This is an optimization exercise on Yosys and OpenROAD, whose aim is small area, not a production implementation. In this exercise RTL edits were held to simulation tests only and were not proved equivalent to the original. Power figures rest on the tool's default switching activity, not on a simulated workload. No driver is modelled on the clock port, so clocking that relies on it looks cheaper here than on a real chip.

[design/flow/design.v]
package scope_cfg_pkg;
  localparam int adc_width       = 12;    
  localparam int host_data_width = 16;    
  localparam int mbox_width      = 32;    
  localparam int period_width    = 18;    
  localparam int capture_depth = 405;
  localparam logic [period_width-1:0] hold_low_cycles = 18'd142;   
  localparam logic [period_width-1:0] convt_start     = 18'd20;    
  localparam logic [period_width-1:0] convt_end       = 18'd162;   
  localparam logic [period_width-1:0] default_period = 18'd199;
  localparam logic [3:0] mbox_addr_period  = 4'd1;   
  localparam logic [3:0] mbox_addr_trigger = 4'd2;   
  localparam logic [15:0] trigger_free_run = 16'hffff;
  localparam int config_refresh = 1024;
  localparam int ring_len   = 15;
  localparam int ring_count = 27;
endpackage
package scope_types_pkg;
  typedef logic [12-1:0] sample_t;
  typedef logic [$clog2(405)-1:0] buf_addr_t;
  typedef logic [16-1:0] host_word_t;   
  typedef logic [3:0] mbox_addr_t;                                  
  typedef logic [18-1:0] period_t;         
  typedef logic [3:0] phase_t;      
  typedef logic [4:0] ring_sel_t;   
  typedef union packed {
    struct packed {
      logic [32-18-1:0] pad;   
      period_t                                                         period;
    } period_view;
    struct packed {
      logic [32-17:0] pad;       
      logic [15:0]                           trigger;   
    } trigger_view;
  } mbox_word_u;
endpackage
module adc_sampler (
  input  logic                                CLOCK_50,
  input  logic                                hps_fpga_reset_n,
  input  scope_types_pkg::period_t            sample_period,   
  input  logic [scope_cfg_pkg::adc_width-1:0] adc_bus,         
  output logic                                hold_n,
  output logic                                convt,
  output scope_types_pkg::sample_t            sample,
  output logic                                sample_valid
);
  scope_types_pkg::period_t conv_cnt;     
  scope_types_pkg::sample_t bus_rev;      
  logic                     convt_next;   
  logic                     convt_fall;   
  always_comb begin
    for (int i = 0; i < scope_cfg_pkg::adc_width; i++) begin
      bus_rev[i] = adc_bus[scope_cfg_pkg::adc_width-1-i];
    end
  end
  assign convt_next = (conv_cnt > scope_cfg_pkg::convt_start) &&
                      (conv_cnt < scope_cfg_pkg::convt_end);    
  assign convt_fall = convt && !convt_next;
  always_ff @(posedge CLOCK_50 or negedge hps_fpga_reset_n) begin
    if (!hps_fpga_reset_n) begin
      conv_cnt     <= '0;
      hold_n       <= 1'b0;   
      convt        <= 1'b0;
      sample_valid <= 1'b0;
    end else begin
      if (conv_cnt >= sample_period) begin
        conv_cnt <= '0;
      end else begin
        conv_cnt <= conv_cnt + 1'b1;
      end
      hold_n       <= (conv_cnt >= scope_cfg_pkg::hold_low_cycles);   
      convt        <= convt_next;
      sample_valid <= convt_fall;   
    end
  end
  always_ff @(posedge CLOCK_50) begin
    if (convt_fall) begin
      sample <= bus_rev;
    end
  end
endmodule
module config_reader (
  input  logic                        CLOCK_50,
  input  logic                        hps_fpga_reset_n,
  output scope_types_pkg::mbox_addr_t mbox_addr,
  input  scope_types_pkg::mbox_word_u mbox_rdata,
  output scope_types_pkg::period_t    sample_period,
  output scope_types_pkg::sample_t    trig_level,    
  output logic                        trig_free      
);
  logic [$clog2(scope_cfg_pkg::config_refresh)-1:0] refresh_cnt;
  logic                                             refresh_tick;   
  logic [2:0]                                       rd_seq;         
  logic                                             addr_trig;      
  assign refresh_tick = (int'(refresh_cnt) == scope_cfg_pkg::config_refresh - 1);
  assign mbox_addr = addr_trig ? scope_cfg_pkg::mbox_addr_trigger
                               : scope_cfg_pkg::mbox_addr_period;
  always_ff @(posedge CLOCK_50 or negedge hps_fpga_reset_n) begin
    if (!hps_fpga_reset_n) begin
      refresh_cnt <= '0;
      rd_seq      <= '0;
      addr_trig   <= 1'b0;
    end else begin
      if (refresh_tick) begin
        refresh_cnt <= '0;
      end else begin
        refresh_cnt <= refresh_cnt + 1'b1;
      end
      rd_seq <= {rd_seq[1:0], refresh_tick};
      if (refresh_tick) begin
        addr_trig <= 1'b0;
      end else if (rd_seq[0]) begin
        addr_trig <= 1'b1;   
      end
    end
  end
  always_ff @(posedge CLOCK_50 or negedge hps_fpga_reset_n) begin
    if (!hps_fpga_reset_n) begin
      sample_period <= scope_cfg_pkg::default_period;
      trig_level    <= scope_cfg_pkg::trigger_free_run[scope_cfg_pkg::adc_width-1:0];
      trig_free     <= 1'b1;   
    end else begin
      if (rd_seq[1]) begin
        sample_period <= mbox_rdata.period_view.period;
      end
      if (rd_seq[2]) begin
        trig_level <= mbox_rdata.trigger_view.trigger[scope_cfg_pkg::adc_width-1:0];
        trig_free  <= (mbox_rdata.trigger_view.trigger == scope_cfg_pkg::trigger_free_run);
      end
    end
  end
endmodule
module trigger_capture (
  input  logic                          CLOCK_50,
  input  logic                          hps_fpga_reset_n,
  input  scope_types_pkg::sample_t      sample,
  input  logic                          sample_valid,
  input  scope_types_pkg::sample_t      trig_level,
  input  logic                          trig_free,
  output logic                          capture_done,
  output scope_types_pkg::phase_t       phase,       
  input  scope_types_pkg::ring_sel_t    rd_ring,
  output scope_types_pkg::sample_t      rd_data      
);
  localparam int RL = scope_cfg_pkg::ring_len;
  localparam int RC = scope_cfg_pkg::ring_count;
  scope_types_pkg::sample_t   prev_sample;   
  scope_types_pkg::ring_sel_t wr_ring;       
  scope_types_pkg::phase_t    wr_slot;       
  logic                       wr_pend;       
  logic                       capturing;     
  logic                       crossing;
  logic                       start;
  logic                       accept;
  logic                       wr_now;        
  assign crossing = (prev_sample < trig_level) && (sample > trig_level);   
  assign start    = sample_valid && !capturing && (crossing || trig_free);
  assign accept   = start || (sample_valid && capturing);
  assign capture_done = sample_valid && capturing &&
                        (wr_ring == scope_types_pkg::ring_sel_t'(RC - 1)) &&
                        (wr_slot == scope_types_pkg::phase_t'(RL - 2));
  always_ff @(posedge CLOCK_50 or negedge hps_fpga_reset_n) begin
    if (!hps_fpga_reset_n) begin
      prev_sample <= '0;
      capturing   <= 1'b0;
      wr_pend     <= 1'b0;
    end else begin
      if (sample_valid) begin
        prev_sample <= sample;
      end
      if (start) begin
        capturing <= 1'b1;
      end else if (capture_done) begin
        capturing <= 1'b0;   
      end
      if (accept) begin
        wr_pend <= 1'b1;
      end else if (wr_now) begin
        wr_pend <= 1'b0;
      end
    end
  end
  always_ff @(posedge CLOCK_50) begin
    if (start) begin
      wr_ring <= '0;
      wr_slot <= '0;
    end else if (accept) begin
      if (wr_slot == scope_types_pkg::phase_t'(RL - 1)) begin
        wr_ring <= wr_ring + 1'b1;
        wr_slot <= '0;
      end else begin
        wr_slot <= wr_slot + 1'b1;
      end
    end
  end
  always_ff @(posedge CLOCK_50 or negedge hps_fpga_reset_n) begin
    if (!hps_fpga_reset_n) begin
      phase <= '0;
    end else if (phase == scope_types_pkg::phase_t'(RL - 1)) begin
      phase <= '0;
    end else begin
      phase <= phase + 1'b1;
    end
  end
  assign wr_now = wr_pend && (phase == wr_slot);
  logic [RC-1:0][RL-1:0][scope_cfg_pkg::adc_width-1:0] ring;
  logic [RC-1:0]                                        ring_wr;
  for (genvar r = 0; r < RC; r++) begin : g_ring
    assign ring_wr[r] = wr_now && (wr_ring == scope_types_pkg::ring_sel_t'(r));
    always_ff @(posedge CLOCK_50) begin
      ring[r] <= {ring[r][RL-2:0], (ring_wr[r] ? sample : ring[r][RL-1])};
    end
  end
  always_comb begin
    rd_data = '0;
    for (int r = 0; r < RC; r++) begin
      rd_data |= ring[r][RL-1] & {scope_cfg_pkg::adc_width{rd_ring == scope_types_pkg::ring_sel_t'(r)}};
    end
  end
endmodule
module host_copy (
  input  logic                          CLOCK_50,
  input  logic                          hps_fpga_reset_n,
  input  logic                          capture_done,
  input  logic                          host_reading,   
  input  scope_types_pkg::phase_t       phase,
  output scope_types_pkg::ring_sel_t    rd_ring,
  input  scope_types_pkg::sample_t      rd_data,
  output scope_types_pkg::buf_addr_t    host_addr,
  output logic                          host_write,
  output scope_types_pkg::host_word_t   host_wdata,
  output logic                          host_busy
);
  localparam int RL = scope_cfg_pkg::ring_len;
  logic                     fetching;    
  logic                     start;
  logic                     last_wr;     
  scope_types_pkg::phase_t  lag;         
  scope_types_pkg::phase_t  start_lag;   
  scope_types_pkg::sample_t wdata;
  logic [RL-2:0][scope_cfg_pkg::adc_width-1:0] dly;   
  assign start     = capture_done && !host_reading && !fetching;
  assign last_wr   = host_write &&
                     (host_addr == scope_types_pkg::buf_addr_t'(scope_cfg_pkg::capture_depth - 2));
  assign start_lag = (phase >= scope_types_pkg::phase_t'(RL - 2)) ? phase - (RL - 2)
                                                                  : phase + 2'd2;
  always_ff @(posedge CLOCK_50 or negedge hps_fpga_reset_n) begin
    if (!hps_fpga_reset_n) begin
      fetching   <= 1'b0;
      host_write <= 1'b0;
    end else begin
      if (start) begin
        fetching <= 1'b1;
      end else if (last_wr) begin
        fetching <= 1'b0;
      end
      host_write <= fetching;
    end
  end
  always_ff @(posedge CLOCK_50) begin
    if (start) begin
      lag <= start_lag;
    end
    host_addr <= host_write ? host_addr + 1'b1 : '0;
    if (!host_write) begin
      rd_ring <= '0;
    end else if (phase == scope_types_pkg::phase_t'(RL - 1)) begin
      rd_ring <= rd_ring + 1'b1;
    end
    dly <= {dly[RL-3:0], rd_data};
  end
  always_comb begin
    wdata = rd_data & {scope_cfg_pkg::adc_width{lag == '0}};
    for (int i = 0; i < RL - 1; i++) begin
      wdata |= dly[i] & {scope_cfg_pkg::adc_width{lag == scope_types_pkg::phase_t'(i + 1)}};
    end
  end
  assign host_wdata = {{(scope_cfg_pkg::host_data_width - scope_cfg_pkg::adc_width){1'b0}},
                       wdata};
  assign host_busy  = host_write;
endmodule
module scope_top (
  input  logic                                CLOCK_50,
  input  logic                                hps_fpga_reset_n,
  input  logic [scope_cfg_pkg::adc_width-1:0] adc_bus,
  output logic                                hold_n,
  output logic                                convt,
  output scope_types_pkg::mbox_addr_t         mbox_addr,
  input  scope_types_pkg::mbox_word_u         mbox_rdata,
  input  logic                                host_reading,
  output scope_types_pkg::buf_addr_t          host_addr,
  output logic                                host_write,
  output scope_types_pkg::host_word_t         host_wdata,
  output logic                                host_busy
);
  scope_types_pkg::period_t   sample_period;
  scope_types_pkg::sample_t   trig_level;
  logic                       trig_free;
  scope_types_pkg::sample_t   sample;
  logic                       sample_valid;
  logic                       capture_done;
  scope_types_pkg::phase_t    phase;
  scope_types_pkg::ring_sel_t rd_ring;
  scope_types_pkg::sample_t   rd_data;
  adc_sampler u_adc_sampler (
    .CLOCK_50         (CLOCK_50),
    .hps_fpga_reset_n (hps_fpga_reset_n),
    .sample_period    (sample_period),
    .adc_bus          (adc_bus),
    .hold_n           (hold_n),
    .convt            (convt),
    .sample           (sample),
    .sample_valid     (sample_valid)
  );
  config_reader u_config_reader (
    .CLOCK_50         (CLOCK_50),
    .hps_fpga_reset_n (hps_fpga_reset_n),
    .mbox_addr        (mbox_addr),
    .mbox_rdata       (mbox_rdata),
    .sample_period    (sample_period),
    .trig_level       (trig_level),
    .trig_free        (trig_free)
  );
  trigger_capture u_trigger_capture (
    .CLOCK_50         (CLOCK_50),
    .hps_fpga_reset_n (hps_fpga_reset_n),
    .sample           (sample),
    .sample_valid     (sample_valid),
    .trig_level       (trig_level),
    .trig_free        (trig_free),
    .capture_done     (capture_done),
    .phase            (phase),
    .rd_ring          (rd_ring),
    .rd_data          (rd_data)
  );
  host_copy u_host_copy (
    .CLOCK_50         (CLOCK_50),
    .hps_fpga_reset_n (hps_fpga_reset_n),
    .capture_done     (capture_done),
    .host_reading     (host_reading),
    .phase            (phase),
    .rd_ring          (rd_ring),
    .rd_data          (rd_data),
    .host_addr        (host_addr),
    .host_write       (host_write),
    .host_wdata       (host_wdata),
    .host_busy        (host_busy)
  );
endmodule
[design/flow/run.sh]
#!/bin/bash
# synth_recipe.tcl (not shown) runs the flow's synth.tcl, then flattens the netlist and writes it again
# the make line also repeats each setting of config.mk as NAME=value (left out here)
make -C /OpenROAD-flow-scripts/flow DESIGN_CONFIG=/design/flow/config.mk WORK_HOME=/design/flow/orfs CLKGATE_MAP_FILE= SYNTH_SCRIPT=/design/flow/synth_recipe.tcl finish
[design/flow/config.mk]
export PLATFORM = sky130hd
export DESIGN_NAME = scope_top
export DESIGN_NICKNAME = scope_top
export VERILOG_FILES = /design/flow/design.v
export SDC_FILE = /design/flow/constraint.sdc
export NUM_CORES = 4
export LEC_CHECK = 0
export CAP_MARGIN = 20
export CORE_MARGIN = 2
export CORE_UTILIZATION = 45
export SLEW_MARGIN = 20
export SYNTH_MEMORY_MAX_BITS = 8192
[design/flow/constraint.sdc]
create_clock -name core_clock -period 10.0 [get_ports {CLOCK_50}]
set_input_delay 2.0000 -clock core_clock [delete_from_list [all_inputs] [get_ports {CLOCK_50}]]
set_output_delay 2.0000 -clock core_clock [all_outputs]
set_load 0.01 [all_outputs]
==> results of run 1 <==
sequential cells by signal (all words and copies together), names as in the netlist:
name / flops
u_config_reader.trig_free: 1
u_trigger_capture.prev_sample: 12
u_adc_sampler.sample_valid: 1
u_config_reader.rd_seq: 3
u_adc_sampler.convt: 1
u_trigger_capture.wr_slot: 4
u_config_reader.sample_period: 18
u_host_copy.host_addr: 9
u_host_copy.fetching: 1
u_trigger_capture.wr_ring: 5
u_trigger_capture.ring: 4860
u_host_copy.dly: 168
u_adc_sampler.hold_n: 1
u_host_copy.rd_ring: 5
u_config_reader.trig_level: 12
u_adc_sampler.sample: 12
u_config_reader.addr_trig: 1
u_host_copy.host_write: 1
u_adc_sampler.conv_cnt: 18
u_trigger_capture.capturing: 1
u_trigger_capture.phase: 4
u_config_reader.refresh_cnt: 10
u_host_copy.lag: 4
u_trigger_capture.wr_pend: 1
worst max-delay path by stage:
stage / slack [ps] / end / cells after the start / startpoint
finish: 2610 / host_wdata[11] / 9 / u_host_copy.rd_ring[4]
global route: 2570 / host_wdata[11] / 7 / u_host_copy.rd_ring[3]
CTS: 2530 / host_wdata[11] / 9 / u_host_copy.rd_ring[4]
detailed placement: 3620 / host_wdata[11] / 9 / u_host_copy.rd_ring[4]
global placement: 3590 / host_wdata[11] / 9 / u_host_copy.rd_ring[4]
floorplan: 5330 / host_wdata[7] / 11 / u_host_copy.rd_ring[3]
cell families (layout without fill, tap and decap cells):
kind of cell	after synthesis	after routing	share of synthesized area, %
AOI/OAI and AO/OA	361	361	2.24
xor gates and xnor gates	40	40	0.304
adders and majority gates	61	61	0.661
buffers and inverters	216	1005	0.814
DFF	5153	5153	89.9
muxes	409	409	4.04
other	1	16	0.00325
and+or+nand+nor	453	453	2.01
cell type report:
class | count | share of cell area [%]
Inverter | 53 | 0.147
Clock inverter | 168 | 1.59
Antenna cell | 10 | 0.0185
Tap cell | 3366 | 3.11
Multi-Input combinational cell | 1330 | 7.98
Clock buffer | 649 | 9.62
Timing Repair Buffer | 135 | 0.856
Sequential cell | 5153 | 76.7
worst reg2reg max path, stage by stage, from the launching register on:
cell	delay, ps
dfrtp_1	510
xor2_1	230
nor4_4	660
and2_1	580
nand4_1	890
buf_4	550
mux2_2	350
per-layer routing:
metal	track usage [%]	wire [um]
met5	0	34
met4	6.94	8380
met3	3.45	10900
met2	22.2	83500
met1	21.8	97700
through the flow:
stage	setup slack [ps]	instance area [um2]	cells	hold slack, ps
3_5_place_dp	3620	120000	10000	312
3_3_place_gp	3590	120000	10000	310
5_1_grt	2570	135000	10900	266
4_1_cts	2530	135000	10900	252
2_1_floorplan	5330	115000	6699	310
6_report	2610	135000	10900	252
power by group:
part	internal, W	leakage [nW]	switching (W)
Combinational	0.0000162	5.33	0.0000215
Clock	0.0102	7.45	0.00709
Sequential	0.0205	41.8	0.00000152
Total	0.0307	54.6	0.00712
cell usage in the layout, fill, tap and decap left out, drive strengths merged, types with 12 or more instances in the layout:
cell           netlist  final
a22o                31     31
nor3                18     18
edfxtp              16     16
mux2               363    363
dfrtp               68     68
nand2              114    114
nand2b              15     15
nor2b               32     32
a21oi               32     32
xnor2               21     21
a22oi               56     56
and3                21     21
dfstp               18     18
and2                17     17
ha                  61     61
clkinv               2     89
a32oi               36     36
clkinvlp             0     20
dfxtp             5051   5051
a221oi              12     12
nor2                79     79
a211o               12     12
bufinv               0     43
mux2i               37     37
o21ai               84     84
nand3               71     71
inv                 51     69
buf                 68     77
nand4               40     40
o22ai               14     14
clkdlybuf4s50        0     58
xor2                19     19
clkbuf              95    649
==> notes.md, run 1 <==
* Lkg Pwr at 54.6 nW
* Cell count of the worst hold path at 0
* CP max FO at 24
* Count of flip-flops with a built-in enable after synthesis at 16
* Pins over their slew limit at 0
* Buffering stage count on the worst path with inverters included at 3
* Number of cells traversed by the worst register-to-register path at 6
* Setup TNS at 0 ps
* Number of maximum-capacitance constraint violations at 0
* Run status: no timing/DRC/antenna violations
* Half-perimeter wire length after detailed placement at about 120000 um
* Power per standard cell area at 280 mW/mm2
* Share of the synthesized area in the top cell type at between 80% and 90%
* Number of gates given a new drive strength after cts at 0
* Fraction of the cycle the final worst path needs at 73.9%
* Number of buffers inserted for hold repair after clock tree synthesis at 0
* CTS Sinks at roughly 5k
* Worst Hold Launch: u_trigger_capture.ring[4718]
* Critical-path cell with the highest stage delay: nand4_1
* Buffer depth of the longest clock path at 4
* Number of nets at the end of the flow at between 7k and 8k
* Crit-path leading delay family: compound AO/OA/AOI/OAI gates
* Primary flip-flop cell chosen by synthesis mapping: dfxtp_1
* CTS tree: yes
* I/O pin cnt at 80
* Count of synthesis-stage warnings from yosys at 4
* Destination of the worst hold path: u_trigger_capture.ring[4730]
* Synth Register Bits at around 5.2k
* Max Clock Freq at 0.135 GHz
* Wire length after detailed routing at roughly 200000 um
* Antenna violations before repair at 14
* Final Critical Period at around 7400 ps
* Slack of the worst reg-to-reg path at 6070 ps
* Syn Area/Cell at around 17 um2
* Worst VDD drop at 178 uV
* Vias in the first global route at about 47k
* Post-route antenna net violation count at 0
* Data arrival time of the critical path at roughly 5400 ps
* Core Area at approximately 0.25 mm2
* CTS buffer count at roughly 450
* Overall die area at around 0.26 mm2
* Pre-Repair DR Iteration Count at 6
* Final weighted congestion of routability-driven global placement at between 0.8 and 0.9
* Endpoint kind of the worst setup timing path: primary output
* Die Height at about 500 um
* Worst path most repeated cell: buf_4
* Multi-input combinational cell area at about 0.011 mm2
* Final hold viol count at 0
* Area leader, netlist: dfxtp_1
* Aggregate global-route resource usage at between 10% and 20%
* Core occupancy in the finished layout at approximately 53%
* Max_slew headroom at between 20% and 30%
* Unrepaired setup endpoints after global routing: no
* CTS clock-pin slew for the worst setup and hold paths at around 70 ps
* Worst path max stage delay at between 700 and 800 ps
* Number of distinct library cell variants in the gate-level netlist after synthesis at 76
* Worst Clk Skew at between 80 and 90 ps
* Ratio of cells with drive above 1 in the final layout at between 15 and 20%
* Maximum level of the CTS H-tree at 5
* R2R Path End: u_trigger_capture.ring[2171]
* Detail-routed net length per standard cell at ~18 um
* Ys async rst share at roughly 1.7%
* Worst-Margin Slew at about 1100 ps
* Most frequent cell after synthesis: dfxtp_1
* DRC viols at 0
* Vias post-DR at ~47k
* I/O Buffers at just under 60
* Drt via density at approximately 4.4
* Total overflow reported by the global router at 0
* Sequence of cells on the critical path: buf_4 -> nor2_2 -> buf_4 -> a32oi_1 -> o211ai_1 -> a2111oi_2 -> nand4_1 -> a221o_1 -> clkdlybuf4s50_1
* Number of placement rows at about 190
* Initial standard-cell utilization of the core at 45.3%
* Clock root buffer master: clkbuf_16
* Setup Viol. Count Final at 0
* Post-CTS Setup Bufs at 0
* Pin count of the biggest net entering global routing at 60
* Global-route wire length before repair at approximately 290000 um
* Most common library cells after synthesis: dfxtp_1, mux2_2, nand2_1
* Sequential cell area at around 0.10 mm2
* Worst-skew pair later-pin latency at 990 ps
* Gate count after technology mapping at about 6.7k
* First-iteration detailed-routing DRC count at 3215
* Share of synthesized area occupied by flip-flops and latches at between 80% and 90%
* Crit path kind: flip-flop to primary output
* Power, Total at roughly 0.038 W
* Netlist area before placement at approximately 0.12 mm2
* Total of fill cells in the finished design at 20.1k
* Die W at 510 um
* Area Growth Syn to Fin at 17.3%
* HP Class: flip-flop to flip-flop
* Launch instance of the worst register-to-register path: u_trigger_capture.phase[3]
* Synth area leaders: dfxtp_1, mux2_2, dfrtp_1
* Setup crit start kind: flip-flop
* Worst path required time at 8000 ps
==> run 2, diff against run 1 <==
--- a/design/flow/design.v
+++ b/design/flow/design.v
@@ -117,18 +117,21 @@
   always_ff @(posedge CLOCK_50 or negedge hps_fpga_reset_n) begin
     if (!hps_fpga_reset_n) begin
       sample_period <= scope_cfg_pkg::default_period;
-      trig_level    <= scope_cfg_pkg::trigger_free_run[scope_cfg_pkg::adc_width-1:0];
       trig_free     <= 1'b1;   
     end else begin
       if (rd_seq[1]) begin
         sample_period <= mbox_rdata.period_view.period;
       end
       if (rd_seq[2]) begin
-        trig_level <= mbox_rdata.trigger_view.trigger[scope_cfg_pkg::adc_width-1:0];
-        trig_free  <= (mbox_rdata.trigger_view.trigger == scope_cfg_pkg::trigger_free_run);
+        trig_free <= (mbox_rdata.trigger_view.trigger == scope_cfg_pkg::trigger_free_run);
       end
     end
   end
+  always_ff @(posedge CLOCK_50) begin
+    if (rd_seq[2]) begin
+      trig_level <= mbox_rdata.trigger_view.trigger[scope_cfg_pkg::adc_width-1:0];
+    end
+  end
 endmodule
 module trigger_capture (
   input  logic                          CLOCK_50,
--- a/design/flow/config.mk
+++ b/design/flow/config.mk
@@ -5,8 +5,12 @@
 export SDC_FILE = /design/flow/constraint.sdc
 export NUM_CORES = 4
 export LEC_CHECK = 0
+export ABC_AREA = 1
 export CAP_MARGIN = 20
 export CORE_MARGIN = 2
-export CORE_UTILIZATION = 45
+export CORE_UTILIZATION = 65
+export CTS_BUF_LIST = sky130_fd_sc_hd__clkbuf_8
+export CTS_CLUSTER_DIAMETER = 50
+export CTS_CLUSTER_SIZE = 16
 export SLEW_MARGIN = 20
 export SYNTH_MEMORY_MAX_BITS = 8192
==> notes.md, run 2 <==
* Run status: no timing/DRC/antenna violations (unchanged)
* Total of fill cells in the finished design at 11.8k (was 20.1k)
* Wire length after detailed routing at 181000 um (was 201000 um)
* Share of the synthesized area in the top cell type at 88.5% (was 87.6%)
* Vias post-DR at 47.4k (was 47.3k)
* Endpoint kind of the worst setup timing path: primary output (unchanged)
* Worst path required time at 8000 ps (about the same)
* Worst-skew pair later-pin latency at 1070 ps (was 990 ps)
* Register containing the most flip-flops in the final layout: u_trigger_capture.ring (unchanged)
* Overall die area at 0.179 mm2 (was 0.261 mm2)
* Initial standard-cell utilization of the core at 65.6% (was 45.3%)
* Power, Total at 0.0299 W (was 0.0378 W)
* HP Class: flip-flop to flip-flop (unchanged)
* Number of maximum-capacitance constraint violations at 0 (unchanged)
* Vias in the first global route at 46.0k (was 46.7k)
* Number of gates given a new drive strength after cts at 0 (unchanged)
* CP max FO at 8 (was 24)
* Maximum level of the CTS H-tree at 5 (unchanged)
* Die Height at 423 um (was 510 um)
* Area Growth Syn to Fin at 7.78% (was 17.3%)
* Drt via density at 4.72 (was 4.35)
* Aggregate global-route resource usage at 20.4% (was 15.3%)
* CTS tree: yes (unchanged)
* Gate count after technology mapping at 7316 (was 6694)
* Final weighted congestion of routability-driven global placement at 0.827 (was 0.835)
* Commonest cells after routing, fill and taps aside: dfxtp_1, nand2_1, clkbuf_8, o21ai_0, inv_1 (was dfxtp_1, clkbuf_16, mux2_2, nand2_1, clkbuf_1)
* Synth area leaders: dfxtp_1, nand2_1, o21ai_0 (was dfxtp_1, mux2_2, dfrtp_1)
* Top flop regs: u_trigger_capture.ring (4860), u_host_copy.dly (168) (unchanged)
* Max Clock Freq at 0.143 GHz (was 0.135 GHz)
* Multi-input combinational cell area at 0.00897 mm2 (was 0.0108 mm2)
* Crit path kind: flip-flop to primary output (unchanged)
* Worst VDD drop at 182 uV (was 178 uV)
* Worst Clk Skew at 40.6 ps (was 87.7 ps)
* Worst-Margin Slew at 1090 ps (was 1140 ps)
* Flip-flop count of the largest register, all copies and words added at 4860 (unchanged)
* Pins over their slew limit at 0 (unchanged)
* Global-route wire length before repair at 272000 um (was 294000 um)
* Area leader, netlist: dfxtp_1 (unchanged)
* Unrepaired setup endpoints after global routing: no (unchanged)
* Die W at 423 um (was 510 um)
* I/O pin cnt at 80 (unchanged)
* Sequential cell area at 0.104 mm2 (about the same)
* Buffer depth of the longest clock path at 4 (unchanged)
* DRC viols at 0 (unchanged)
* Final hold viol count at 0 (unchanged)
* Number of buffers inserted for hold repair after clock tree synthesis at 0 (unchanged)
* Core Area at 0.174 mm2 (was 0.255 mm2)
* Data arrival time of the critical path at 4980 ps (was 5390 ps)
* Syn Area/Cell at 15.6 um2 (was 17.2 um2)
* Post-route antenna net violation count at 0 (unchanged)
* Max_slew headroom at 26.7% (was 24.3%)
* Final Critical Period at 6980 ps (was 7390 ps)
* Setup crit start kind: flip-flop (unchanged)
* Primary flip-flop cell chosen by synthesis mapping: dfxtp_1 (unchanged)
* Count of synthesis-stage warnings from yosys at 4 (unchanged)
* Antenna violations before repair at 16 (was 14)
* Share of synthesized area occupied by flip-flops and latches at 90.9% (was 89.9%)
* Setup TNS at 0 ps (unchanged)
* Lkg Pwr at 49.7 nW (was 54.6 nW)
* CTS buffer count at 378 (was 447)
* Detail-routed net length per standard cell at 18.0 um (was 18.5 um)
* Most common library cells after synthesis: dfxtp_1, nand2_1, o21ai_0 (was dfxtp_1, mux2_2, nand2_1)
* I/O Buffers at 59 (unchanged)
* Ys async rst share at 1.44% (was 1.67%)
* Most common cell after layout, fill and taps aside: dfxtp_1 (unchanged)
* Half-perimeter wire length after detailed placement at 114000 um (was 124000 um)
* Number of distinct library cell variants in the gate-level netlist after synthesis at 51 (was 76)
* Synth Register Bits at 5153 (unchanged)
* Number of nets at the end of the flow at 7775 (was 7228)
* Fraction of the cycle the final worst path needs at 69.8% (was 73.9%)
* Netlist area before placement at 0.114 mm2 (was 0.115 mm2)
* Ratio of cells with drive above 1 in the final layout at 6.29% (was 16.1%)
* Pin count of the biggest net entering global routing at 64 (was 60)
* Most frequent cell after synthesis: dfxtp_1 (unchanged)
* Count of flip-flops with a built-in enable after synthesis at 28 (was 16)
* CTS clock-pin slew for the worst setup and hold paths at 100 ps (was 70 ps)
* Clock root buffer master: clkbuf_8 (was clkbuf_16)
* Power per standard cell area at 243 mW/mm2 (was 280 mW/mm2)
* CTS Sinks at 5153 (unchanged)
* First-iteration detailed-routing DRC count at 2889 (was 3215)
* Setup Viol. Count Final at 0 (unchanged)
* Number of placement rows at 153 (was 185)
* Pre-Repair DR Iteration Count at 5 (was 6)
* Post-CTS Setup Bufs at 0 (unchanged)
* Total overflow reported by the global router at 0 (unchanged)
[run 2: changes by cell type after synthesis, moves of 22 or more]
cell and delta:
a32oi_1 -36, o21ai_0 +302, nand2_1 +771, mux2i_1 -37
inv_1 +170, a22oi_1 -55, nor2_1 +22, a21oi_1 +22
nor2b_1 -32, mux2_2 -361
[run 2: where the power goes]
group | switching (W) | internal (W) | leakage (nW)
clock | 0.00574 | 0.00356 | 2.96
sequential | 0.00000217 | 0.0205 | 41.8
combinational | 0.0000165 | 0.0000149 | 4.90
total | 0.00576 | 0.0241 | 49.7
[run 2: stage by stage]
step | hold WS [ps] | utilization, % | setup slack [ps] | area (um2) | instances
after CTS | 299 | 70.6 | 2860 | 123000 | 10000
after detailed placement | 312 | 67.4 | 4100 | 117000 | 9611
after global placement | 309 | 67.4 | 4140 | 117000 | 9611
final | 301 | 70.7 | 3020 | 123000 | 10100
after floorplan | 310 | - | 6230 | 114000 | 7321
after global routing | 304 | 70.6 | 2750 | 123000 | 10000
[run 2: worst paths after layout]
| path | start | end | slack [ps] | cells past startpoint |
|---|---|---|---|---|
| worst max-delay path | u_host_copy.rd_ring[0] | host_wdata[9] | 3020 | 13 |
| max in group asynchronous | hps_fpga_reset_n | u_trigger_capture.wr_pend | 8030 | 2 |
| min in group asynchronous | hps_fpga_reset_n | u_config_reader.refresh_cnt[6] | 770 | 1 |
| worst max register to register | u_host_copy.rd_ring[0] | u_host_copy.dly[6] | 6580 | 10 |
| worst min-delay path | u_trigger_capture.ring[194] | u_trigger_capture.ring[206] | 300 | 0 |
| worst min register to register | u_trigger_capture.ring[194] | u_trigger_capture.ring[206] | 300 | 0 |
[run 2: layout make-up]
cell class                 instances  share of cell area, %
timing repair buffer              97                  0.710
multi-input combinational       1806                   7.29
antenna                           15                 0.0305
inverter                         231                  0.704
sequential                      5153                   84.3
clock inverter                    38                  0.245
tap                             2325                   2.36
clock buffer                     386                   4.32
[run 2: layer usage]
metal  routed length (um)  GRT usage [%]
met2                72500           28.4
met3                 8160           3.68
met1                94500           31.9
met5                    0              0
met4                 5790           7.33
[run 2: kinds of logic (layout without fill, tap and decap cells)]
kind of cell,after synthesis,count (layout),synth area share [%]
flops,5153,5153,90.9
simple gates,1176,1176,4.28
compound gates,546,546,2.72
buf+inv,362,752,1.29
fa+ha+maj,61,61,0.668
xor+xnor,16,16,0.123
other cells,1,21,0.00328
mux,1,1,0.00986
[run 2: critical path, stage by stage (launching register included)]
cell and delay (ps):
dfxtp_1 400, inv_1 130, ha_1 230, inv_1 50
nor2_1 180, nand2_1 220, inv_1 300, nand2_1 140
o2111ai_1 100, nor3_1 740, nand4_1 570, nand2_1 200
nand2_1 140, clkdlybuf4s50_1 520
==> run 3, diff against run 2 <==
--- a/design/flow/config.mk
+++ b/design/flow/config.mk
@@ -9,8 +9,8 @@
 export CAP_MARGIN = 20
 export CORE_MARGIN = 2
 export CORE_UTILIZATION = 65
-export CTS_BUF_LIST = sky130_fd_sc_hd__clkbuf_8
-export CTS_CLUSTER_DIAMETER = 50
-export CTS_CLUSTER_SIZE = 16
+export CTS_BUF_LIST = sky130_fd_sc_hd__clkbuf_16
+export CTS_CLUSTER_DIAMETER = 80
+export CTS_CLUSTER_SIZE = 32
 export SLEW_MARGIN = 20
 export SYNTH_MEMORY_MAX_BITS = 8192
==> notes.md, run 3 <==
* Run status: no timing/DRC/antenna violations (unchanged)
* Pins over their slew limit at 0 (unchanged)
* Flip-flop count of the largest register, all copies and words added at 4860 (unchanged)
* Total of fill cells in the finished design at 11.8k (about the same)
* Synth Register Bits at 5153 (unchanged)
* Drt via density at 4.72 (about the same)
* Setup TNS at 0 ps (unchanged)
* CP max FO at 8 (unchanged)
* Maximum level of the CTS H-tree at 4 (was 5)
* Smallest hold slack at 312 ps (was 301 ps)
* Endpoint kind of the worst setup timing path: primary output (unchanged)
* Proportion of power drawn by combinational gates at 0.1% (about the same)
* Vias post-DR at 46.4k (was 47.4k)
* First-iteration detailed-routing DRC count at 3103 (was 2889)
* Die Height at 423 um (unchanged)
* Power, Total at 0.0295 W (was 0.0299 W)
* Worst Clk Skew at 33.5 ps (was 40.6 ps)
* Core occupancy in the finished layout at 70.2% (was 70.7%)
* Number of nets at the end of the flow at 7578 (was 7775)
* Data arrival time of the critical path at 4830 ps (was 4980 ps)
* Worst-skew pair later-pin latency at 860 ps (was 1070 ps)
* Slack of the worst reg-to-reg path at 6530 ps (was 6580 ps)
* Post-route antenna net violation count at 0 (unchanged)
* Most common cell after layout, fill and taps aside: dfxtp_1 (unchanged)
* Number of maximum-capacitance constraint violations at 0 (unchanged)
* Area Growth Syn to Fin at 7.14% (was 7.78%)
* Number of gates given a new drive strength after cts at 0 (unchanged)
* Power per standard cell area at 241 mW/mm2 (was 243 mW/mm2)
* Proportion of power drawn by the clock network at 30.4% (was 31.2%)
* Worst Hold Launch: u_trigger_capture.ring[1374] (was u_trigger_capture.ring[194])
* Post-CTS Setup Bufs at 0 (unchanged)
* CTS Sinks at 5153 (unchanged)
* Max_slew headroom at 27.6% (was 26.7%)
* CTS clock-pin slew for the worst setup and hold paths at 110 ps (was 100 ps)
* Fin area at 0.122 mm2 (was 0.123 mm2)
* Core Area at 0.174 mm2 (unchanged)
* Setup crit start kind: flip-flop (unchanged)
* Multi-input combinational cell area at 0.00898 mm2 (was 0.00897 mm2)
* Aggregate global-route resource usage at 20.0% (was 20.4%)
* Unrepaired setup endpoints after global routing: no (unchanged)
* Share of synthesized area occupied by flip-flops and latches at 90.9% (unchanged)
* Fraction of power spent switching nets at 18.8% (was 19.3%)
* Pre-Repair DR Iteration Count at 5 (unchanged)
* Overall die area at 0.179 mm2 (unchanged)
* Worst-Margin Slew at 1080 ps (was 1090 ps)
* Final hold viol count at 0 (unchanged)
* Fraction of the cycle the final worst path needs at 68.3% (was 69.8%)
* Crit path kind: flip-flop to primary output (unchanged)
* Buffer depth of the longest clock path at 3 (was 4)
* Count of synthesis-stage warnings from yosys at 4 (unchanged)
* Netlist area before placement at 0.114 mm2 (unchanged)
* Antenna violations before repair at 12 (was 16)
* Wire length after detailed routing at 179000 um (was 181000 um)
* Initial standard-cell utilization of the core at 65.6% (unchanged)
* Gate count after technology mapping at 7316 (unchanged)
* Syn Area/Cell at 15.6 um2 (unchanged)
* CTS buffer count at 182 (was 378)
* Worst path required time at 8000 ps (about the same)
* Cell count of the worst hold path at 0 (unchanged)
* Number of buffers inserted for hold repair after clock tree synthesis at 0 (unchanged)
* Number of placement rows at 153 (unchanged)
* Ratio of cells with drive above 1 in the final layout at 3.66% (was 6.29%)
* Final Critical Period at 6830 ps (was 6980 ps)
* Share of the synthesized area in the top cell type at 88.5% (unchanged)
* Detail-routed net length per standard cell at 18.2 um (was 18.0 um)
* Setup Viol. Count Final at 0 (unchanged)
* R2R Path End: u_host_copy.dly[9] (was u_host_copy.dly[6])
* Cell internal power dissipation at 0.0240 W (was 0.0241 W)
* Commonest cells after routing, fill and taps aside: dfxtp_1, nand2_1, o21ai_0, inv_1, clkbuf_16 (was dfxtp_1, nand2_1, clkbuf_8, o21ai_0, inv_1)
* Vias in the first global route at 44.3k (was 46.0k)
* Pin count of the biggest net entering global routing at 64 (unchanged)
* Top flop regs: u_trigger_capture.ring (4860), u_host_copy.dly (168) (unchanged)
* Number of distinct library cell variants in the gate-level netlist after synthesis at 51 (unchanged)
* DRC viols at 0 (unchanged)
* Destination of the worst hold path: u_trigger_capture.ring[1386] (was u_trigger_capture.ring[206])
* Psw at 0.00555 W (was 0.00576 W)
* Sequential cell area at 0.104 mm2 (unchanged)
* Number of cells traversed by the worst register-to-register path at 10 (unchanged)
* Total overflow reported by the global router at 0 (unchanged)
* Area leader, netlist: dfxtp_1 (unchanged)
* Synth area leaders: dfxtp_1, nand2_1, o21ai_0 (unchanged)
* Worst VDD drop at 177 uV (was 182 uV)
* Total cell area at the placement stage at 0.117 mm2 (unchanged)
* Max Clock Freq at 0.146 GHz (was 0.143 GHz)
* Ys async rst share at 1.44% (unchanged)
* Die W at 423 um (unchanged)
* Clock root buffer master: clkbuf_16 (was clkbuf_8)
* Lkg Pwr at 49.1 nW (was 49.7 nW)
* I/O pin cnt at 80 (unchanged)
* Most common library cells after synthesis: dfxtp_1, nand2_1, o21ai_0 (unchanged)
* Count of flip-flops with a built-in enable after synthesis at 28 (unchanged)
* CTS tree: yes (unchanged)
* Reg power frac at 69.5% (was 68.7%)
* I/O Buffers at 59 (unchanged)
* Half-perimeter wire length after detailed placement at 114000 um (unchanged)
* Global-route wire length before repair at 267000 um (was 272000 um)
* Primary flip-flop cell chosen by synthesis mapping: dfxtp_1 (unchanged)
* Most frequent cell after synthesis: dfxtp_1 (unchanged)
* Final weighted congestion of routability-driven global placement at 0.827 (unchanged)
* HP Class: flip-flop to flip-flop (unchanged)
* Launch instance of the worst register-to-register path: u_host_copy.rd_ring[0] (unchanged)
* Register containing the most flip-flops in the final layout: u_trigger_capture.ring (unchanged)
## run 3: worst max path at each step
stage / start / to / slack, ps / cells past startpoint
floorplan: u_host_copy.rd_ring[0] / host_wdata[2] / 6230 / 14
global placement: u_host_copy.rd_ring[0] / host_wdata[9] / 4140 / 13
detailed placement: u_host_copy.rd_ring[0] / host_wdata[9] / 4100 / 13
CTS: u_host_copy.rd_ring[0] / host_wdata[9] / 3140 / 13
global route: u_host_copy.rd_ring[0] / host_wdata[9] / 2890 / 13
finish: u_host_copy.rd_ring[0] / host_wdata[9] / 3170 / 13
## run 3: power groups by stage
stage / Sequential (W) / Combinational, W / Clock, W
finish: 0.0205 / 0.0000313 / 0.00897
global route: 0.0205 / 0.0000345 / 0.00992
CTS: 0.0205 / 0.0000321 / 0.00921
detailed placement: 0.0210 / 0.0000320 / 0
global placement: 0.0210 / 0.0000315 / 0
floorplan: 0.0210 / 0.00000693 / 0
## run 3: area by class of cell
type                       instances  share of cell area [%]
clock inverter                    21                   0.193
sequential                      5153                    84.8
antenna                            5                  0.0102
inverter                         231                   0.709
tap                             2325                    2.38
multi-input combinational       1806                    7.34
clock buffer                     187                    3.82
timing repair buffer              96                   0.708
## run 3: logic make-up after synthesis
kind of cell	Yosys count	share of synthesized area [%]
muxes	1	0.00986
xor gates and xnor gates	16	0.123
other	1	0.00328
DFF	5153	90.9
buffers and inverters	362	1.29
adders and majority gates	61	0.668
and+or+nand+nor	1176	4.28
AOI/OAI and AO/OA	546	2.72
## run 3: critical path, cell delays in order, from the launching register on
cell and delay, ps:
dfxtp_1 400, inv_1 120, ha_1 230, inv_1 50, nor2_1 170, nand2_1 210
inv_1 290, nand2_1 140, o2111ai_1 100, nor3_1 820, nand4_1 590, nand2_1 200
nand2_1 130, clkdlybuf4s50_1 510
## run 3: metrics by stage
stage,setup slack [ps],instances
after floorplan,6230,7321
after CTS,3140,9819
final,3170,9824
after global routing,2890,9819
after detailed placement,4100,9611
after global placement,4140,9611
## run 3: routing by layer
layer / wire (um) / GRT usage, % / vias to the layer above
met5: 15 / 0 / -
met4: 4880 / 6.07 / 2
met3: 7340 / 3.29 / 258
met2: 72000 / 28.2 / 683
met1: 94800 / 31.9 / 22300
li1: - / - / 23100
==> run 4, diff against run 3 <==
==> design/flow/flow/run.sh (new file) <==
#!/bin/bash
# Standard layout, with two changes: port buffers use the smallest buffer, and clock tree
# synthesis inserts no dummy loads. Each tool's output goes to a log file in this folder.
set -e
cp standard.sh standard_sh.log.txt 2>/dev/null || true
export BUFFER_PORTS_ARGS="-buffer_cell sky130_fd_sc_hd__buf_1"
export CTS_ARGS="-sink_clustering_enable -repair_clock_nets -sink_clustering_size 32 -sink_clustering_max_diameter 80 -buf_list sky130_fd_sc_hd__clkbuf_16 -dont_use_dummy_load"
bash standard.sh > standard.log 2>&1
==> design/flow/standard.sh (new file) <==
#!/bin/bash
# synth_recipe.tcl (not shown) runs the flow's synth.tcl, then flattens the netlist and writes it again
# the make line also repeats each setting of config.mk as NAME=value (left out here)
make -C /OpenROAD-flow-scripts/flow DESIGN_CONFIG=/design/flow/config.mk WORK_HOME=/design/flow/orfs CLKGATE_MAP_FILE= SYNTH_SCRIPT=/design/flow/synth_recipe.tcl "${@:-finish}"
removed: design/flow/run.sh
==> notes.md, run 4 <==
* Drt via density at 4.68 (was 4.72)
* Wire length after detailed routing at 178000 um (was 179000 um)
* Fraction of the cycle the final worst path needs at 64.0% (was 68.3%)
* Detail-routed net length per standard cell at 18.2 um (about the same)
* Die Height at 423 um (unchanged)
* Final hold viol count at 0 (unchanged)
* Initial standard-cell utilization of the core at 65.6% (unchanged)
* CTS buffer count at 181 (was 182)
* Crit path kind: flip-flop to primary output (unchanged)
* Worst VDD drop at 217 uV (was 177 uV)
* I/O pin cnt at 80 (unchanged)
* Worst path most repeated cell: nand2_1 (unchanged)
* Most common cell after layout, fill and taps aside: dfxtp_1 (unchanged)
* Number of placement rows at 153 (unchanged)
* HP Class: flip-flop to flip-flop (unchanged)
* Vias in the first global route at 43.5k (was 44.3k)
* CTS clock-pin slew for the worst setup and hold paths at 110 ps (about the same)
* Worst-Margin Slew at 978 ps (was 1080 ps)
* Number of buffers inserted for hold repair after clock tree synthesis at 0 (unchanged)
* Number of gates given a new drive strength after cts at 0 (unchanged)
* Buffer depth of the longest clock path at 3 (unchanged)
* Synth area leaders: dfxtp_1, nand2_1, o21ai_0 (unchanged)
* Total overflow reported by the global router at 0 (unchanged)
* Run status: no timing/DRC/antenna violations (unchanged)
* Area leader, netlist: dfxtp_1 (unchanged)
* Most common library cells after synthesis: dfxtp_1, nand2_1, o21ai_0 (unchanged)
* Syn Area/Cell at 15.6 um2 (unchanged)
* Half-perimeter wire length after detailed placement at 113000 um (was 114000 um)
* Die W at 423 um (unchanged)
* I/O Buffers at 59 (unchanged)
* Area Growth Syn to Fin at 6.51% (was 7.14%)
* Power per standard cell area at 240 mW/mm2 (was 241 mW/mm2)
* Ratio of cells with drive above 1 in the final layout at 3.45% (was 3.66%)
* Ys async rst share at 1.44% (unchanged)
* Lkg Pwr at 48.8 nW (was 49.1 nW)
* Aggregate global-route resource usage at 19.9% (was 20.0%)
* Pins over their slew limit at 0 (unchanged)
* Sequential cell area at 0.104 mm2 (unchanged)
* Worst path max stage delay at 750 ps (was 820 ps)
* Number of maximum-capacitance constraint violations at 0 (unchanged)
* Pre-Repair DR Iteration Count at 5 (unchanged)
* Antenna violations before repair at 8 (was 12)
* Maximum level of the CTS H-tree at 4 (unchanged)
* Share of synthesized area occupied by flip-flops and latches at 90.9% (unchanged)
* CTS Sinks at 5153 (unchanged)
* Core Area at 0.174 mm2 (unchanged)
* CP max FO at 9 (was 8)
* Worst-case setup margin in the final layout at 3600 ps (was 3170 ps)
* Vias post-DR at 45.9k (was 46.4k)
* Setup Viol. Count Final at 0 (unchanged)
* Worst Clk Skew at 72.5 ps (was 33.5 ps)
* Synth Register Bits at 5153 (unchanged)
* Count of flip-flops with a built-in enable after synthesis at 28 (unchanged)
* Overall die area at 0.179 mm2 (unchanged)
* Count of synthesis-stage warnings from yosys at 4 (unchanged)
* Primary flip-flop cell chosen by synthesis mapping: dfxtp_1 (unchanged)
* DRC viols at 0 (unchanged)
* Setup TNS at 0 ps (unchanged)
* Worst path required time at 8000 ps (about the same)
* Pre-CTS setup slack at 4480 ps (was 4100 ps)
* Flip-flop count of the largest register, all copies and words added at 4860 (unchanged)
* Data arrival time of the critical path at 4400 ps (was 4830 ps)
* Pin count of the biggest net entering global routing at 63 (was 64)
* Multi-input combinational cell area at 0.00898 mm2 (about the same)
* Setup crit start kind: flip-flop (unchanged)
* Most frequent cell after synthesis: dfxtp_1 (unchanged)
* Endpoint kind of the worst setup timing path: primary output (unchanged)
* Share of the synthesized area in the top cell type at 88.5% (unchanged)
* Worst-skew pair later-pin latency at 850 ps (was 860 ps)
* Clock root buffer master: clkbuf_16 (unchanged)
* First-iteration detailed-routing DRC count at 2886 (was 3103)
* Critical-path cell with the highest stage delay: nor3_1 (unchanged)
* CTS tree: yes (unchanged)
* Sequence of cells on the critical path: ha_1 -> inv_1 -> nor2_1 -> nand2_1 -> clkinv_1 -> a22o_1 -> nor3_1 -> nand4_1 -> nand2_1 -> nand2_1 -> buf_1 (was inv_1 -> ha_1 -> inv_1 -> nor2_1 -> nand2_1 -> inv_1 -> nand2_1 -> o2111ai_1 -> nor3_1 -> nand4_1 -> nand2_1 -> nand2_1 -> clkdlybuf4s50_1)
* Max_slew headroom at 34.3% (was 27.6%)
* Max Clock Freq at 0.156 GHz (was 0.146 GHz)
* Netlist area before placement at 0.114 mm2 (unchanged)
* Register containing the most flip-flops in the final layout: u_trigger_capture.ring (unchanged)
* Post-CTS Setup Bufs at 0 (unchanged)
* Total of fill cells in the finished design at 11.9k (was 11.8k)
* Top flop regs: u_trigger_capture.ring (4860), u_host_copy.dly (168) (unchanged)
* Global-route wire length before repair at 264000 um (was 267000 um)
* Number of nets at the end of the flow at 7580 (was 7578)
* Number of distinct library cell variants in the gate-level netlist after synthesis at 51 (unchanged)
* Gate count after technology mapping at 7316 (unchanged)
* Unrepaired setup endpoints after global routing: no (unchanged)
* Final weighted congestion of routability-driven global placement at 0.812 (was 0.827)
* Commonest cells after routing, fill and taps aside: dfxtp_1, nand2_1, o21ai_0, inv_1, clkbuf_16 (unchanged)
* Post-route antenna net violation count at 0 (unchanged)
* Final Critical Period at 6400 ps (was 6830 ps)
## run 4: cell count changes in the layout (fill, tap and decap cells not counted), sizes merged
cell	before	now
bufinv	1	0
clkinv	12	10
inv	239	221
diode	5	6
clkdlybuf4s50	58	0
buf	38	98
clkbuf	187	182
## run 4: layer usage
metal	track usage (%)	up-vias	wire (um)
met5	0	-	0
met4	5.15	0	3920
met3	2.82	242	5700
met2	28.4	554	72600
met1	31.8	22000	96000
li1	-	23100	-
## run 4: critical path, delay by kind of cell, from the launching register on
kind	cells	cell delay, ps
simple gates	6	1790
buf+inv	3	780
compound gates	1	410
flops	1	360
fa+ha+maj	1	240
## run 4: layout make-up
cell class | count | area share, %
sequential | 5153 | 85.3
clock buffer | 181 | 3.72
timing repair buffer | 99 | 0.432
inverter | 231 | 0.713
multi-input combinational | 1806 | 7.38
tap | 2325 | 2.39
antenna | 6 | 0.0123
## run 4: power breakdown
| part | leakage [nW] | total (W) | switching, W | internal [W] |
|---|---|---|---|---|
| Clock | 2.23 | 0.00869 | 0.00541 | 0.00327 |
| Combinational | 4.76 | 0.0000212 | 0.0000160 | 0.00000519 |
| Sequential | 41.8 | 0.0205 | 0.00000215 | 0.0205 |
## run 4: final timing paths
check	startpoint	end	slack [ps]	cells after the start
setup / recovery	u_host_copy.rd_ring[0]	host_wdata[6]	3600	11
hold reg to reg	u_trigger_capture.ring[3012]	u_trigger_capture.ring[3024]	290	0
hold / removal	u_trigger_capture.ring[3012]	u_trigger_capture.ring[3024]	290	0
max in group asynchronous	hps_fpga_reset_n	u_adc_sampler.sample_valid	7760	2
min in group asynchronous	hps_fpga_reset_n	u_config_reader.refresh_cnt[9]	1020	1
setup reg to reg	u_host_copy.rd_ring[0]	u_host_copy.dly[6]	6580	8
## run 4: kinds of logic after synthesis
| logic type | Yosys count | synth area share, % |
|---|---|---|
| compound gates | 546 | 2.72 |
| mux | 1 | 0.00986 |
| fa+ha+maj | 61 | 0.668 |
| buf+inv | 362 | 1.29 |
| xor+xnor | 16 | 0.123 |
| other cells | 1 | 0.00328 |
| simple gates | 1176 | 4.28 |
| flops | 5153 | 90.9 |
## run 4: per-stage QoR
step / utilization [%] / total power [W] / cell area [um2] / hold slack [ps] / std cells
after global placement: 67.2 / 0.0210 / 117000 / 309 / 9614
after CTS: 69.8 / 0.0295 / 122000 / 298 / 9795
after detailed placement: 67.2 / 0.0210 / 117000 / 312 / 9614
after floorplan: - / 0.0210 / 114000 / 310 / 7321
final: 69.8 / 0.0292 / 122000 / 293 / 9801
after global routing: 69.8 / 0.0302 / 122000 / 309 / 9796
==> run 5, diff against run 4 <==
--- a/design/flow/design.v
+++ b/design/flow/design.v
@@ -41,8 +41,8 @@
   input  logic [scope_cfg_pkg::adc_width-1:0] adc_bus,         
   output logic                                hold_n,
   output logic                                convt,
-  output scope_types_pkg::sample_t            sample,
-  output logic                                sample_valid
+  output scope_types_pkg::sample_t            sample,         
+  output logic                                sample_valid    
 );
   scope_types_pkg::period_t conv_cnt;     
   scope_types_pkg::sample_t bus_rev;      
@@ -61,7 +61,6 @@
       conv_cnt     <= '0;
       hold_n       <= 1'b0;   
       convt        <= 1'b0;
-      sample_valid <= 1'b0;
     end else begin
       if (conv_cnt >= sample_period) begin
         conv_cnt <= '0;
@@ -70,14 +69,10 @@
       end
       hold_n       <= (conv_cnt >= scope_cfg_pkg::hold_low_cycles);   
       convt        <= convt_next;
-      sample_valid <= convt_fall;   
-    end
-  end
-  always_ff @(posedge CLOCK_50) begin
-    if (convt_fall) begin
-      sample <= bus_rev;
     end
   end
+  assign sample       = bus_rev;
+  assign sample_valid = convt_fall;
 endmodule
 module config_reader (
   input  logic                        CLOCK_50,
@@ -92,6 +87,8 @@
   logic                                             refresh_tick;   
   logic [2:0]                                       rd_seq;         
   logic                                             addr_trig;      
+  scope_types_pkg::sample_t                         level_q;
+  logic                                             free_q;
   assign refresh_tick = (int'(refresh_cnt) == scope_cfg_pkg::config_refresh - 1);
   assign mbox_addr = addr_trig ? scope_cfg_pkg::mbox_addr_trigger
                                : scope_cfg_pkg::mbox_addr_period;
@@ -117,21 +114,25 @@
   always_ff @(posedge CLOCK_50 or negedge hps_fpga_reset_n) begin
     if (!hps_fpga_reset_n) begin
       sample_period <= scope_cfg_pkg::default_period;
-      trig_free     <= 1'b1;   
+      free_q        <= 1'b1;   
     end else begin
       if (rd_seq[1]) begin
         sample_period <= mbox_rdata.period_view.period;
       end
       if (rd_seq[2]) begin
-        trig_free <= (mbox_rdata.trigger_view.trigger == scope_cfg_pkg::trigger_free_run);
+        free_q <= (mbox_rdata.trigger_view.trigger == scope_cfg_pkg::trigger_free_run);
       end
     end
   end
   always_ff @(posedge CLOCK_50) begin
     if (rd_seq[2]) begin
-      trig_level <= mbox_rdata.trigger_view.trigger[scope_cfg_pkg::adc_width-1:0];
+      level_q <= mbox_rdata.trigger_view.trigger[scope_cfg_pkg::adc_width-1:0];
     end
   end
+  assign trig_level = rd_seq[2] ? mbox_rdata.trigger_view.trigger[scope_cfg_pkg::adc_width-1:0]
+                               : level_q;
+  assign trig_free  = rd_seq[2] ? (mbox_rdata.trigger_view.trigger == scope_cfg_pkg::trigger_free_run)
+                               : free_q;
 endmodule
 module trigger_capture (
   input  logic                          CLOCK_50,
@@ -140,7 +141,7 @@
   input  logic                          sample_valid,
   input  scope_types_pkg::sample_t      trig_level,
   input  logic                          trig_free,
-  output logic                          capture_done,
+  output logic                          capture_done,   
   output scope_types_pkg::phase_t       phase,       
   input  scope_types_pkg::ring_sel_t    rd_ring,
   output scope_types_pkg::sample_t      rd_data      
@@ -156,24 +157,27 @@
   logic                       start;
   logic                       accept;
   logic                       wr_now;        
+  logic                       last;          
   assign crossing = (prev_sample < trig_level) && (sample > trig_level);   
   assign start    = sample_valid && !capturing && (crossing || trig_free);
   assign accept   = start || (sample_valid && capturing);
-  assign capture_done = sample_valid && capturing &&
+  assign last         = sample_valid && capturing &&
                         (wr_ring == scope_types_pkg::ring_sel_t'(RC - 1)) &&
                         (wr_slot == scope_types_pkg::phase_t'(RL - 2));
   always_ff @(posedge CLOCK_50 or negedge hps_fpga_reset_n) begin
     if (!hps_fpga_reset_n) begin
       prev_sample <= '0;
+      capture_done <= 1'b0;
       capturing   <= 1'b0;
       wr_pend     <= 1'b0;
     end else begin
       if (sample_valid) begin
         prev_sample <= sample;
       end
+      capture_done <= last;
       if (start) begin
         capturing <= 1'b1;
-      end else if (capture_done) begin
+      end else if (last) begin
         capturing <= 1'b0;   
       end
       if (accept) begin
@@ -211,7 +215,7 @@
   for (genvar r = 0; r < RC; r++) begin : g_ring
     assign ring_wr[r] = wr_now && (wr_ring == scope_types_pkg::ring_sel_t'(r));
     always_ff @(posedge CLOCK_50) begin
-      ring[r] <= {ring[r][RL-2:0], (ring_wr[r] ? sample : ring[r][RL-1])};
+      ring[r] <= {ring[r][RL-2:0], (ring_wr[r] ? prev_sample : ring[r][RL-1])};
     end
   end
   always_comb begin
==> design/flow/run.sh (new file) <==
#!/bin/bash
# synth_recipe.tcl (not shown) runs the flow's synth.tcl, then flattens the netlist and writes it again
# the make line also repeats each setting of config.mk as NAME=value (left out here)
make -C /OpenROAD-flow-scripts/flow DESIGN_CONFIG=/design/flow/config.mk WORK_HOME=/design/flow/orfs CLKGATE_MAP_FILE= SYNTH_SCRIPT=/design/flow/synth_recipe.tcl finish
removed: design/flow/flow/run.sh
removed: design/flow/standard.sh
==> notes.md, run 5 <==
* CTS clock-pin slew for the worst setup and hold paths at 120 ps (was 110 ps)
* Max Clock Freq at 0.147 GHz (was 0.156 GHz)
* First-iteration detailed-routing DRC count at 3097 (was 2886)
* CTS Sinks at 5141 (was 5153)
* Final weighted congestion of routability-driven global placement at 0.823 (was 0.812)
* Destination of the worst hold path: u_trigger_capture.ring[4087] (was u_trigger_capture.ring[3024])
* Max_slew headroom at 18.2% (was 34.3%)
* Netlist area before placement at 0.114 mm2 (about the same)
* Clock root buffer master: clkbuf_16 (unchanged)
* Number of distinct library cell variants in the gate-level netlist after synthesis at 56 (was 51)
* Most common library cells after synthesis: dfxtp_1, nand2_1, o21ai_0 (unchanged)
* Worst VDD drop at 235 uV (was 217 uV)
* Vias post-DR at 46.3k (was 45.9k)
* Core Area at 0.174 mm2 (unchanged)
* Primary flip-flop cell chosen by synthesis mapping: dfxtp_1 (unchanged)
* Drt via density at 4.71 (was 4.68)
* DRC viols at 0 (unchanged)
* Count of synthesis-stage warnings from yosys at 4 (unchanged)
* Initial standard-cell utilization of the core at 65.6% (about the same)
* Ys async rst share at 1.44% (about the same)
* Slack of the worst reg-to-reg path at 6570 ps (was 6580 ps)
* Area Growth Syn to Fin at 6.87% (was 6.51%)
* Vias in the first global route at 44.3k (was 43.5k)
* Setup crit start kind: flip-flop (unchanged)
* I/O Buffers at 59 (unchanged)
* Placed cell count at 9617 (was 9614)
* Number of cells traversed by the worst register-to-register path at 7 (was 8)
* CTS buffer count at 179 (was 181)
* Lkg Pwr at 49.2 nW (was 48.8 nW)
* CP max FO at 15 (was 9)
* Commonest cells after routing, fill and taps aside: dfxtp_1, nand2_1, o21ai_0, inv_1, clkbuf_16 (unchanged)
* Register containing the most flip-flops in the final layout: u_trigger_capture.ring (unchanged)
* Number of buffers inserted for hold repair after clock tree synthesis at 0 (unchanged)
* Start point of the critical path: u_host_copy.rd_ring[0] (unchanged)
* Syn Area/Cell at 15.6 um2 (about the same)
* Run status: no timing/DRC/antenna violations (unchanged)
* Antenna violations before repair at 8 (unchanged)
* I/O pin cnt at 80 (unchanged)
* Gate count after technology mapping at 7323 (was 7316)
* Crit path kind: flip-flop to primary output (unchanged)
* Number of gates given a new drive strength after cts at 0 (unchanged)
* Share of the synthesized area in the top cell type at 88.7% (was 88.5%)
* Flip-flop count of the largest register, all copies and words added at 4860 (unchanged)
* Die Height at 423 um (about the same)
* Worst-skew pair later-pin latency at 860 ps (was 850 ps)
* Cell count of the worst hold path at 0 (unchanged)
* Wire length after detailed routing at 180000 um (was 178000 um)
* Global-route wire length before repair at 267000 um (was 264000 um)
* Pre-CTS setup slack at 4030 ps (was 4480 ps)
* Share of synthesized area occupied by flip-flops and latches at 90.5% (was 90.9%)
* Power per standard cell area at 241 mW/mm2 (was 240 mW/mm2)
* Worst-case setup margin in the final layout at 3200 ps (was 3600 ps)
* Post-route insts no fill at 9828 (was 9801)
* Area leader, netlist: dfxtp_1 (unchanged)
* Half-perimeter wire length after detailed placement at 112000 um (was 113000 um)
* Number of placement rows at 153 (unchanged)
* Die W at 423 um (about the same)
* Total overflow reported by the global router at 0 (unchanged)
* Data arrival time of the critical path at 4800 ps (was 4400 ps)
* Setup TNS at 0 ps (unchanged)
* Final Critical Period at 6800 ps (was 6400 ps)
* Fraction of the cycle the final worst path needs at 68.0% (was 64.0%)
* Setup Viol. Count Final at 0 (unchanged)
* Pre-Repair DR Iteration Count at 6 (was 5)
* Endpoint kind of the worst setup timing path: primary output (unchanged)
* Top flop regs: u_trigger_capture.ring (4860), u_host_copy.dly (168) (unchanged)
* Number of maximum-capacitance constraint violations at 0 (unchanged)
* Buffer depth of the longest clock path at 3 (unchanged)
* Overall die area at 0.179 mm2 (about the same)
* Post-route antenna net violation count at 0 (unchanged)
* Worst-Margin Slew at 1220 ps (was 978 ps)
* Launch instance of the worst register-to-register path: u_trigger_capture.phase[0] (was u_host_copy.rd_ring[0])
* Post-CTS Setup Bufs at 0 (unchanged)
* Pins over their slew limit at 0 (unchanged)
* CTS tree: yes (unchanged)
* Ratio of cells with drive above 1 in the final layout at 4.12% (was 3.45%)
* Most frequent cell after synthesis: dfxtp_1 (unchanged)
* Most common cell after layout, fill and taps aside: dfxtp_1 (unchanged)
* Final hold viol count at 0 (unchanged)
* Pin count of the biggest net entering global routing at 70 (was 63)
* Number of nets at the end of the flow at 7581 (was 7580)
* R2R Path End: u_trigger_capture.ring[1980] (was u_host_copy.dly[6])
* Detail-routed net length per standard cell at 18.4 um (was 18.2 um)
* Worst Clk Skew at 32.0 ps (was 72.5 ps)
* Count of flip-flops with a built-in enable after synthesis at 4 (was 28)
* HP Class: flip-flop to flip-flop (unchanged)
* Maximum level of the CTS H-tree at 4 (unchanged)
* Synth area leaders: dfxtp_1, nand2_1, o21ai_0 (unchanged)
* Worst path required time at 8000 ps (about the same)
* Aggregate global-route resource usage at 20.2% (was 19.9%)
* Synth Register Bits at 5141 (was 5153)
* Worst Hold Launch: u_trigger_capture.ring[4075] (was u_trigger_capture.ring[3012])
* Unrepaired setup endpoints after global routing: no (unchanged)
==> run 5: cell types whose count changed in the layout (fill, tap and decap cells not counted), moves of 14 or more <==
cell,previous run,this run
clkdlybuf4s50_1,0,58
nand2_1,885,840
edfxtp_1,28,4
nand2_4,5,19
o21ai_1,5,30
o21ai_0,384,346
buf_1,58,0
nor2_1,101,126
a21oi_1,54,73
nand3_1,58,74
inv_1,220,202
==> run 5: kinds of logic (layout without fill, tap and decap cells) <==
group	count (synthesis)	in the layout	share of synthesized area (%)
AND/OR/NAND/NOR	1190	1190	4.39
AO/OA/AOI/OAI	565	565	2.85
other	1	10	0.00328
buffers and inverters	344	515	1.45
flip-flops	5141	5141	90.5
XOR/XNOR	21	21	0.161
adder cells (fa/ha/maj)	61	61	0.668
==> run 5: power breakdown <==
group / switching, W / total, W / internal, W / leakage (nW)
Sequential: 0.00000156 / 0.0205 / 0.0205 / 41.7
Combinational: 0.0000632 / 0.0000840 / 0.0000208 / 5.11
Clock: 0.00550 / 0.00888 / 0.00338 / 2.40
Total: 0.00556 / 0.0294 / 0.0239 / 49.2
==> run 5: stage by stage <==
step | power [W] | area [um2] | util [%] | hold slack [ps]
CTS | 0.0297 | 122000 | 70.1 | 315
global route | 0.0304 | 122000 | 70.1 | 323
finish | 0.0294 | 122000 | 70.1 | 313
global placement | 0.0210 | 117000 | 67.3 | 309
detailed placement | 0.0210 | 117000 | 67.3 | 312
floorplan | 0.0210 | 114000 | - | 310
==> run 5: per-layer routing <==
metal	global-route usage [%]	routed length (um)	share of wire, %	up-vias
li1	-	-	-	23100
met1	31.3	93200	52	22300
met2	29.9	76400	42	623
met3	2.63	6450	3.6	261
met4	5.60	4270	2.4	2
met5	0	11	0.0061	-
==> run 5: layout make-up <==
cell class                      count  area [um2]
Clock inverter                     22         200
Antenna cell                        4        10.0
Timing Repair Buffer              105         933
Sequential cell                  5141      103000
Fill cell                       11900       52100
Tap cell                         2325        2910
Multi-Input combinational cell   1843        9280
Inverter                          203         763
Clock buffer                      185        4630
==> run 5: worst max-delay path, stage by stage, from the launching register on <==
cell,delay [ps]
dfxtp_1,400
inv_1,110
ha_1,230
inv_1,50
nor2_1,30
buf_4,250
nand2_1,90
inv_1,280
buf_4,330
nand2_1,80
nand4_1,370
a211oi_1,660
nand4_1,190
nand2_1,100
nand2_1,170
clkdlybuf4s50_1,550
==> run 5: worst max-delay path by stage <==
stage	endpoint	cells past startpoint	slack, ps
after global routing	host_wdata[4]	17	2960
after detailed placement	host_wdata[4]	17	4030
final	host_wdata[0]	15	3200
after global placement	host_wdata[3]	15	4020
after CTS	host_wdata[4]	17	3060
after floorplan	host_wdata[1]	13	6220

[afterwards: timing with drivers on the ports]
The results above use ideal ports. As a check the final layouts listed here were re-extracted and re-timed, cells and wires unchanged.
Step 1, drivers: a clkbuf_16 drives CLOCK_50 and a buf_2 each remaining input, both assumed.
Step 2 moves the port delays by t, midway between the first and last clock arrival at a register: inputs arrive t later, outputs are due t later. That takes back most of the time a late clock gives input paths.
Three values: ideal ports, drivers, drivers and shift; two values: the first two.
| run | t, ns | setup WS [ns] | latest minus earliest clock arrival (ns) |
|---|---|---|---|
| run 1 | 1.033 | 2.611 / 2.521 / 3.554 | 0.094 / 0.094 |
| run 2 | 1.120 | 3.021 / 2.947 / 4.067 | 0.051 / 0.051 |
| run 3 | 0.925 | 3.171 / 3.082 / 4.007 | 0.042 / 0.042 |
| run 4 | 0.893 | 3.600 / 3.517 / 4.411 | 0.075 / 0.075 |
| run 5 | 0.923 | 3.199 / 3.115 / 4.038 | 0.034 / 0.034 |
After both steps every run listed still meets setup and hold.
